Background: an optimization exercise with open tools, aiming at small area, a short achievable clock period and few clock cycles per item. Do not read the settings as production practice.
In this exercise RTL edits were held to simulation tests only and were not proved equivalent to the original.
Power is estimated from default activity; no workload was simulated.

Setup of pepper:
// data_memory_ctrl
module data_memory_ctrl (
  input  logic        clk,
  input  logic        rst,
  input  logic        req_valid,
  output logic        req_ready,
  input  logic        req_we,
  input  logic [2:0]  req_funct3,
  input  logic [31:0] req_addr,
  input  logic [31:0] req_wdata,
  output logic        rsp_valid,
  output logic [31:0] rsp_rdata,
  output logic        rsp_err
);
Size in the first run: ~3800 cells after synthesis, about 76000 sq um of cells after synthesis.
==> module data_memory_ctrl, before the edit <==
module data_memory_ctrl (
  input  logic        clk,
  input  logic        rst,
  input  logic        req_valid,
  output logic        req_ready,
  input  logic        req_we,
  input  logic [2:0]  req_funct3,
  input  logic [31:0] req_addr,
  input  logic [31:0] req_wdata,
  output logic        rsp_valid,
  output logic [31:0] rsp_rdata,
  output logic        rsp_err
);
  logic        illegal, misalign, out_of_range, fault;
  logic [3:0]  be;
  logic [31:0] wlanes;
  always_comb begin
    be       = 4'b0000;
    wlanes   = req_wdata;
    misalign = 1'b0;
    illegal  = 1'b0;
    case (req_funct3)
      3'b000, 3'b100: begin
        be      = 4'b0001 << req_addr[1:0];
        wlanes  = {4{req_wdata[7:0]}};
        illegal = req_we && req_funct3[2];
      end
      3'b001, 3'b101: begin
        be       = req_addr[1] ? 4'b1100 : 4'b0011;
        wlanes   = {2{req_wdata[15:0]}};
        misalign = req_addr[0];
        illegal  = req_we && req_funct3[2];
      end
      3'b010: begin
        be       = 4'b1111;
        misalign = |req_addr[1:0];
      end
      default: illegal = 1'b1;
    endcase
    out_of_range = |req_addr[31:8];
    fault        = illegal || misalign || out_of_range;
  end
  logic        ready_q;
  logic        v1_q;        
  logic        err1_q;      
  logic        ld1_q;       
  logic [3:0]  wbe1_q;      
  logic [63:0] sel1_q;      
  logic [1:0]  off1_q;
  logic [2:0]  f31_q;
  logic [31:0] wd1_q;
  wire accept = req_valid && ready_q;
  always_ff @(posedge clk) begin
    if (rst) begin
      ready_q <= 1'b0;
      v1_q    <= 1'b0;
      wbe1_q  <= 4'b0000;
    end else begin
      ready_q <= 1'b1;
      v1_q    <= accept;
      wbe1_q  <= (accept && !fault && req_we) ? be : 4'b0000;
    end
  end
  always_ff @(posedge clk) begin
    err1_q <= fault;
    ld1_q  <= !fault && !req_we;
    sel1_q <= 64'b1 << req_addr[7:2];
    off1_q <= req_addr[1:0];
    f31_q  <= req_funct3;
    wd1_q  <= wlanes;
  end
  assign req_ready = ready_q;
  logic [31:0] mem_q [64];
  logic [63:0] wsel_n;
  logic [3:0]  wbe_n;
  logic [3:0]  we_lane [64];
  assign wsel_n = ~sel1_q;
  assign wbe_n  = ~wbe1_q;
  for (genvar w = 0; w < 64; w++) begin : g_we
    for (genvar b = 0; b < 4; b++) begin : g_lane
      dm_nor2 u_we (.a(wsel_n[w]), .b(wbe_n[b]), .y(we_lane[w][b]));
    end
  end
  always_ff @(posedge clk) begin
    for (int w = 0; w < 64; w++) begin
      for (int b = 0; b < 4; b++) begin
        if (we_lane[w][b]) mem_q[w][8*b +: 8] <= wd1_q[8*b +: 8];
      end
    end
  end
  logic [31:0] word;
  for (genvar b = 0; b < 32; b++) begin : g_rd
    logic [21:0] grp_n;
    for (genvar g = 0; g < 21; g++) begin : g_ao3
      dm_aoi222 u_ao (
        .d ({mem_q[3*g+2][b], mem_q[3*g+1][b], mem_q[3*g][b]}),
        .s (sel1_q[3*g+2 -: 3]),
        .yn(grp_n[g])
      );
    end
    dm_nand2 u_nd63 (.a(mem_q[63][b]), .b(sel1_q[63]), .y(grp_n[21]));
    assign word[b] = ~&grp_n;
  end
  logic        v2_q, err2_q, ld2_q;
  logic [1:0]  off2_q;
  logic [2:0]  f32_q;
  logic [31:0] word2_q;
  always_ff @(posedge clk) begin
    if (rst) v2_q <= 1'b0;
    else     v2_q <= v1_q;
  end
  always_ff @(posedge clk) begin
    err2_q  <= err1_q;
    ld2_q   <= ld1_q;
    off2_q  <= off1_q;
    f32_q   <= f31_q;
    word2_q <= word;
  end
  logic [31:0] shifted, load_val;
  always_comb begin
    shifted = word2_q >> {off2_q, 3'b000};
    case (f32_q)
      3'b000:  load_val = {{24{shifted[7]}}, shifted[7:0]};
      3'b100:  load_val = {24'h000000, shifted[7:0]};
      3'b001:  load_val = {{16{shifted[15]}}, shifted[15:0]};
      3'b101:  load_val = {16'h0000, shifted[15:0]};
      default: load_val = word2_q;
    endcase
  end
  logic        rsp_valid_q, rsp_err_q;
  logic [31:0] rsp_rdata_q;
  always_ff @(posedge clk) begin
    if (rst) rsp_valid_q <= 1'b0;
    else     rsp_valid_q <= v2_q;
  end
  always_ff @(posedge clk) begin
    rsp_err_q   <= err2_q;
    rsp_rdata_q <= ld2_q ? load_val : 32'h0;
  end
  assign rsp_valid = rsp_valid_q;
  assign rsp_rdata = rsp_rdata_q;
  assign rsp_err   = rsp_err_q;
endmodule
Settings: LEC_CHECK=0, ABC_CLOCK_PERIOD_IN_PS=2500, CAP_MARGIN=20, CORE_MARGIN=2, CORE_UTILIZATION=70, CTS_CLUSTER_SIZE=30, SETUP_SLACK_MARGIN=3.0, SLEW_MARGIN=20, SYNTH_HIERARCHICAL=1; clock period 5.5 ns.
run.sh (not shown) runs the stock make flow with config.mk's settings and CLKGATE_MAP_FILE= SYNTH_SCRIPT=/design/flow/synth_recipe.tcl, a recipe that flattens the netlist after the stock synthesis.
pepper finished end to end and its layout was clean on timing, DRC and antenna.
Testbench counts of pepper, summed over its fixed seeds: cycles 12,024, items 12,000.
[inputs] willow vs pepper
diff --git a/flow/design.v b/flow/design.v
--- a/flow/design.v
+++ b/flow/design.v
@@ -55,14 +55,16 @@
       ready_q <= 1'b0;
       v1_q    <= 1'b0;
+      err1_q  <= 1'b0;
+      ld1_q   <= 1'b0;
       wbe1_q  <= 4'b0000;
     end else begin
       ready_q <= 1'b1;
       v1_q    <= accept;
+      err1_q  <= accept && fault;
+      ld1_q   <= accept && !fault && !req_we;
       wbe1_q  <= (accept && !fault && req_we) ? be : 4'b0000;
     end
   end
   always_ff @(posedge clk) begin
-    err1_q <= fault;
-    ld1_q  <= !fault && !req_we;
     sel1_q <= 64'b1 << req_addr[7:2];
     off1_q <= req_addr[1:0];
@@ -89,41 +91,31 @@
     end
   end
-  logic [31:0] word;
+  logic [31:0] word, shifted, load_val;
+  wire  [63:0] sel1 = sel1_q;
   for (genvar b = 0; b < 32; b++) begin : g_rd
     logic [21:0] grp_n;
-    for (genvar g = 0; g < 21; g++) begin : g_ao3
+    for (genvar g = 0; g < 20; g++) begin : g_ao3
       dm_aoi222 u_ao (
         .d ({mem_q[3*g+2][b], mem_q[3*g+1][b], mem_q[3*g][b]}),
-        .s (sel1_q[3*g+2 -: 3]),
+        .s (sel1[3*g+2 -: 3]),
         .yn(grp_n[g])
       );
     end
-    dm_nand2 u_nd63 (.a(mem_q[63][b]), .b(sel1_q[63]), .y(grp_n[21]));
+    dm_aoi222 u_ao20 (
+      .d ({mem_q[62][b], mem_q[61][b], mem_q[60][b]}),
+      .s (sel1[62:60]),
+      .yn(grp_n[20])
+    );
+    dm_nand2 u_nd63 (.a(mem_q[63][b]), .b(sel1[63]), .y(grp_n[21]));
     assign word[b] = ~&grp_n;
   end
-  logic        v2_q, err2_q, ld2_q;
-  logic [1:0]  off2_q;
-  logic [2:0]  f32_q;
-  logic [31:0] word2_q;
-  always_ff @(posedge clk) begin
-    if (rst) v2_q <= 1'b0;
-    else     v2_q <= v1_q;
-  end
-  always_ff @(posedge clk) begin
-    err2_q  <= err1_q;
-    ld2_q   <= ld1_q;
-    off2_q  <= off1_q;
-    f32_q   <= f31_q;
-    word2_q <= word;
-  end
-  logic [31:0] shifted, load_val;
   always_comb begin
-    shifted = word2_q >> {off2_q, 3'b000};
-    case (f32_q)
+    shifted = word >> {off1_q, 3'b000};
+    case (f31_q)
       3'b000:  load_val = {{24{shifted[7]}}, shifted[7:0]};
       3'b100:  load_val = {24'h000000, shifted[7:0]};
       3'b001:  load_val = {{16{shifted[15]}}, shifted[15:0]};
       3'b101:  load_val = {16'h0000, shifted[15:0]};
-      default: load_val = word2_q;
+      default: load_val = word;
     endcase
   end
@@ -131,10 +123,13 @@
   logic [31:0] rsp_rdata_q;
   always_ff @(posedge clk) begin
-    if (rst) rsp_valid_q <= 1'b0;
-    else     rsp_valid_q <= v2_q;
-  end
-  always_ff @(posedge clk) begin
-    rsp_err_q   <= err2_q;
-    rsp_rdata_q <= ld2_q ? load_val : 32'h0;
+    if (rst) begin
+      rsp_valid_q <= 1'b0;
+      rsp_err_q   <= 1'b0;
+      rsp_rdata_q <= '0;
+    end else begin
+      rsp_valid_q <= v1_q;
+      rsp_err_q   <= err1_q;
+      rsp_rdata_q <= ld1_q ? load_val : 32'h0;
+    end
   end
   assign rsp_valid = rsp_valid_q;
Results
willow finished every step from synthesis to the final layout, and the layout passed the timing, design-rule and antenna checks. willow vs. pepper: hold slack climbed 140 ps; global-route wire length before repair now larger; smallest setup slack after layout moved down; count of final max-slew check failures saw little to no change. ~same clock power in pepper and willow. The starting utilization of the core area of willow and that of pepper are within noise of each other.
Testbench counts of willow, summed over its fixed seeds: cycles 12,016, items 12,000.

## re-timing with driven ports
In the flow no input, the clock included, has a driving cell. The finished layouts below were timed again as built, in two steps. Step 1 (the two cells are an assumption about what drives the block):
set clk [get_ports {clk}]
set_driving_cell -lib_cell sky130_fd_sc_hd__clkbuf_16 $clk
set_driving_cell -lib_cell sky130_fd_sc_hd__buf_2 [delete_from_list [all_inputs] $clk]
Step 2, shift: input delay + t, output delay - t, t = (earliest + latest rising clock arrival at the registers) / 2. This alone moves slack from input paths to output paths. Three values: ideal ports, drivers, drivers and shift; two values: the first two.
| run | shift t [ns] | setup slack, ns | clock arrival spread, ns | cell pins on the clock port's net |
|---|---|---|---|---|
| pepper | 0.865 | 2.761 / 2.761 / 2.447 | 0.031 / 0.031 | 1 |
| willow | 0.869 | 2.151 / 2.151 / 1.735 | 0.036 / 0.037 | 1 |
After both steps every run listed still meets setup and hold. For willow, which loses most, drivers alone change the setup slack by 0.000 ns; drivers and shift together by -0.416 ns.
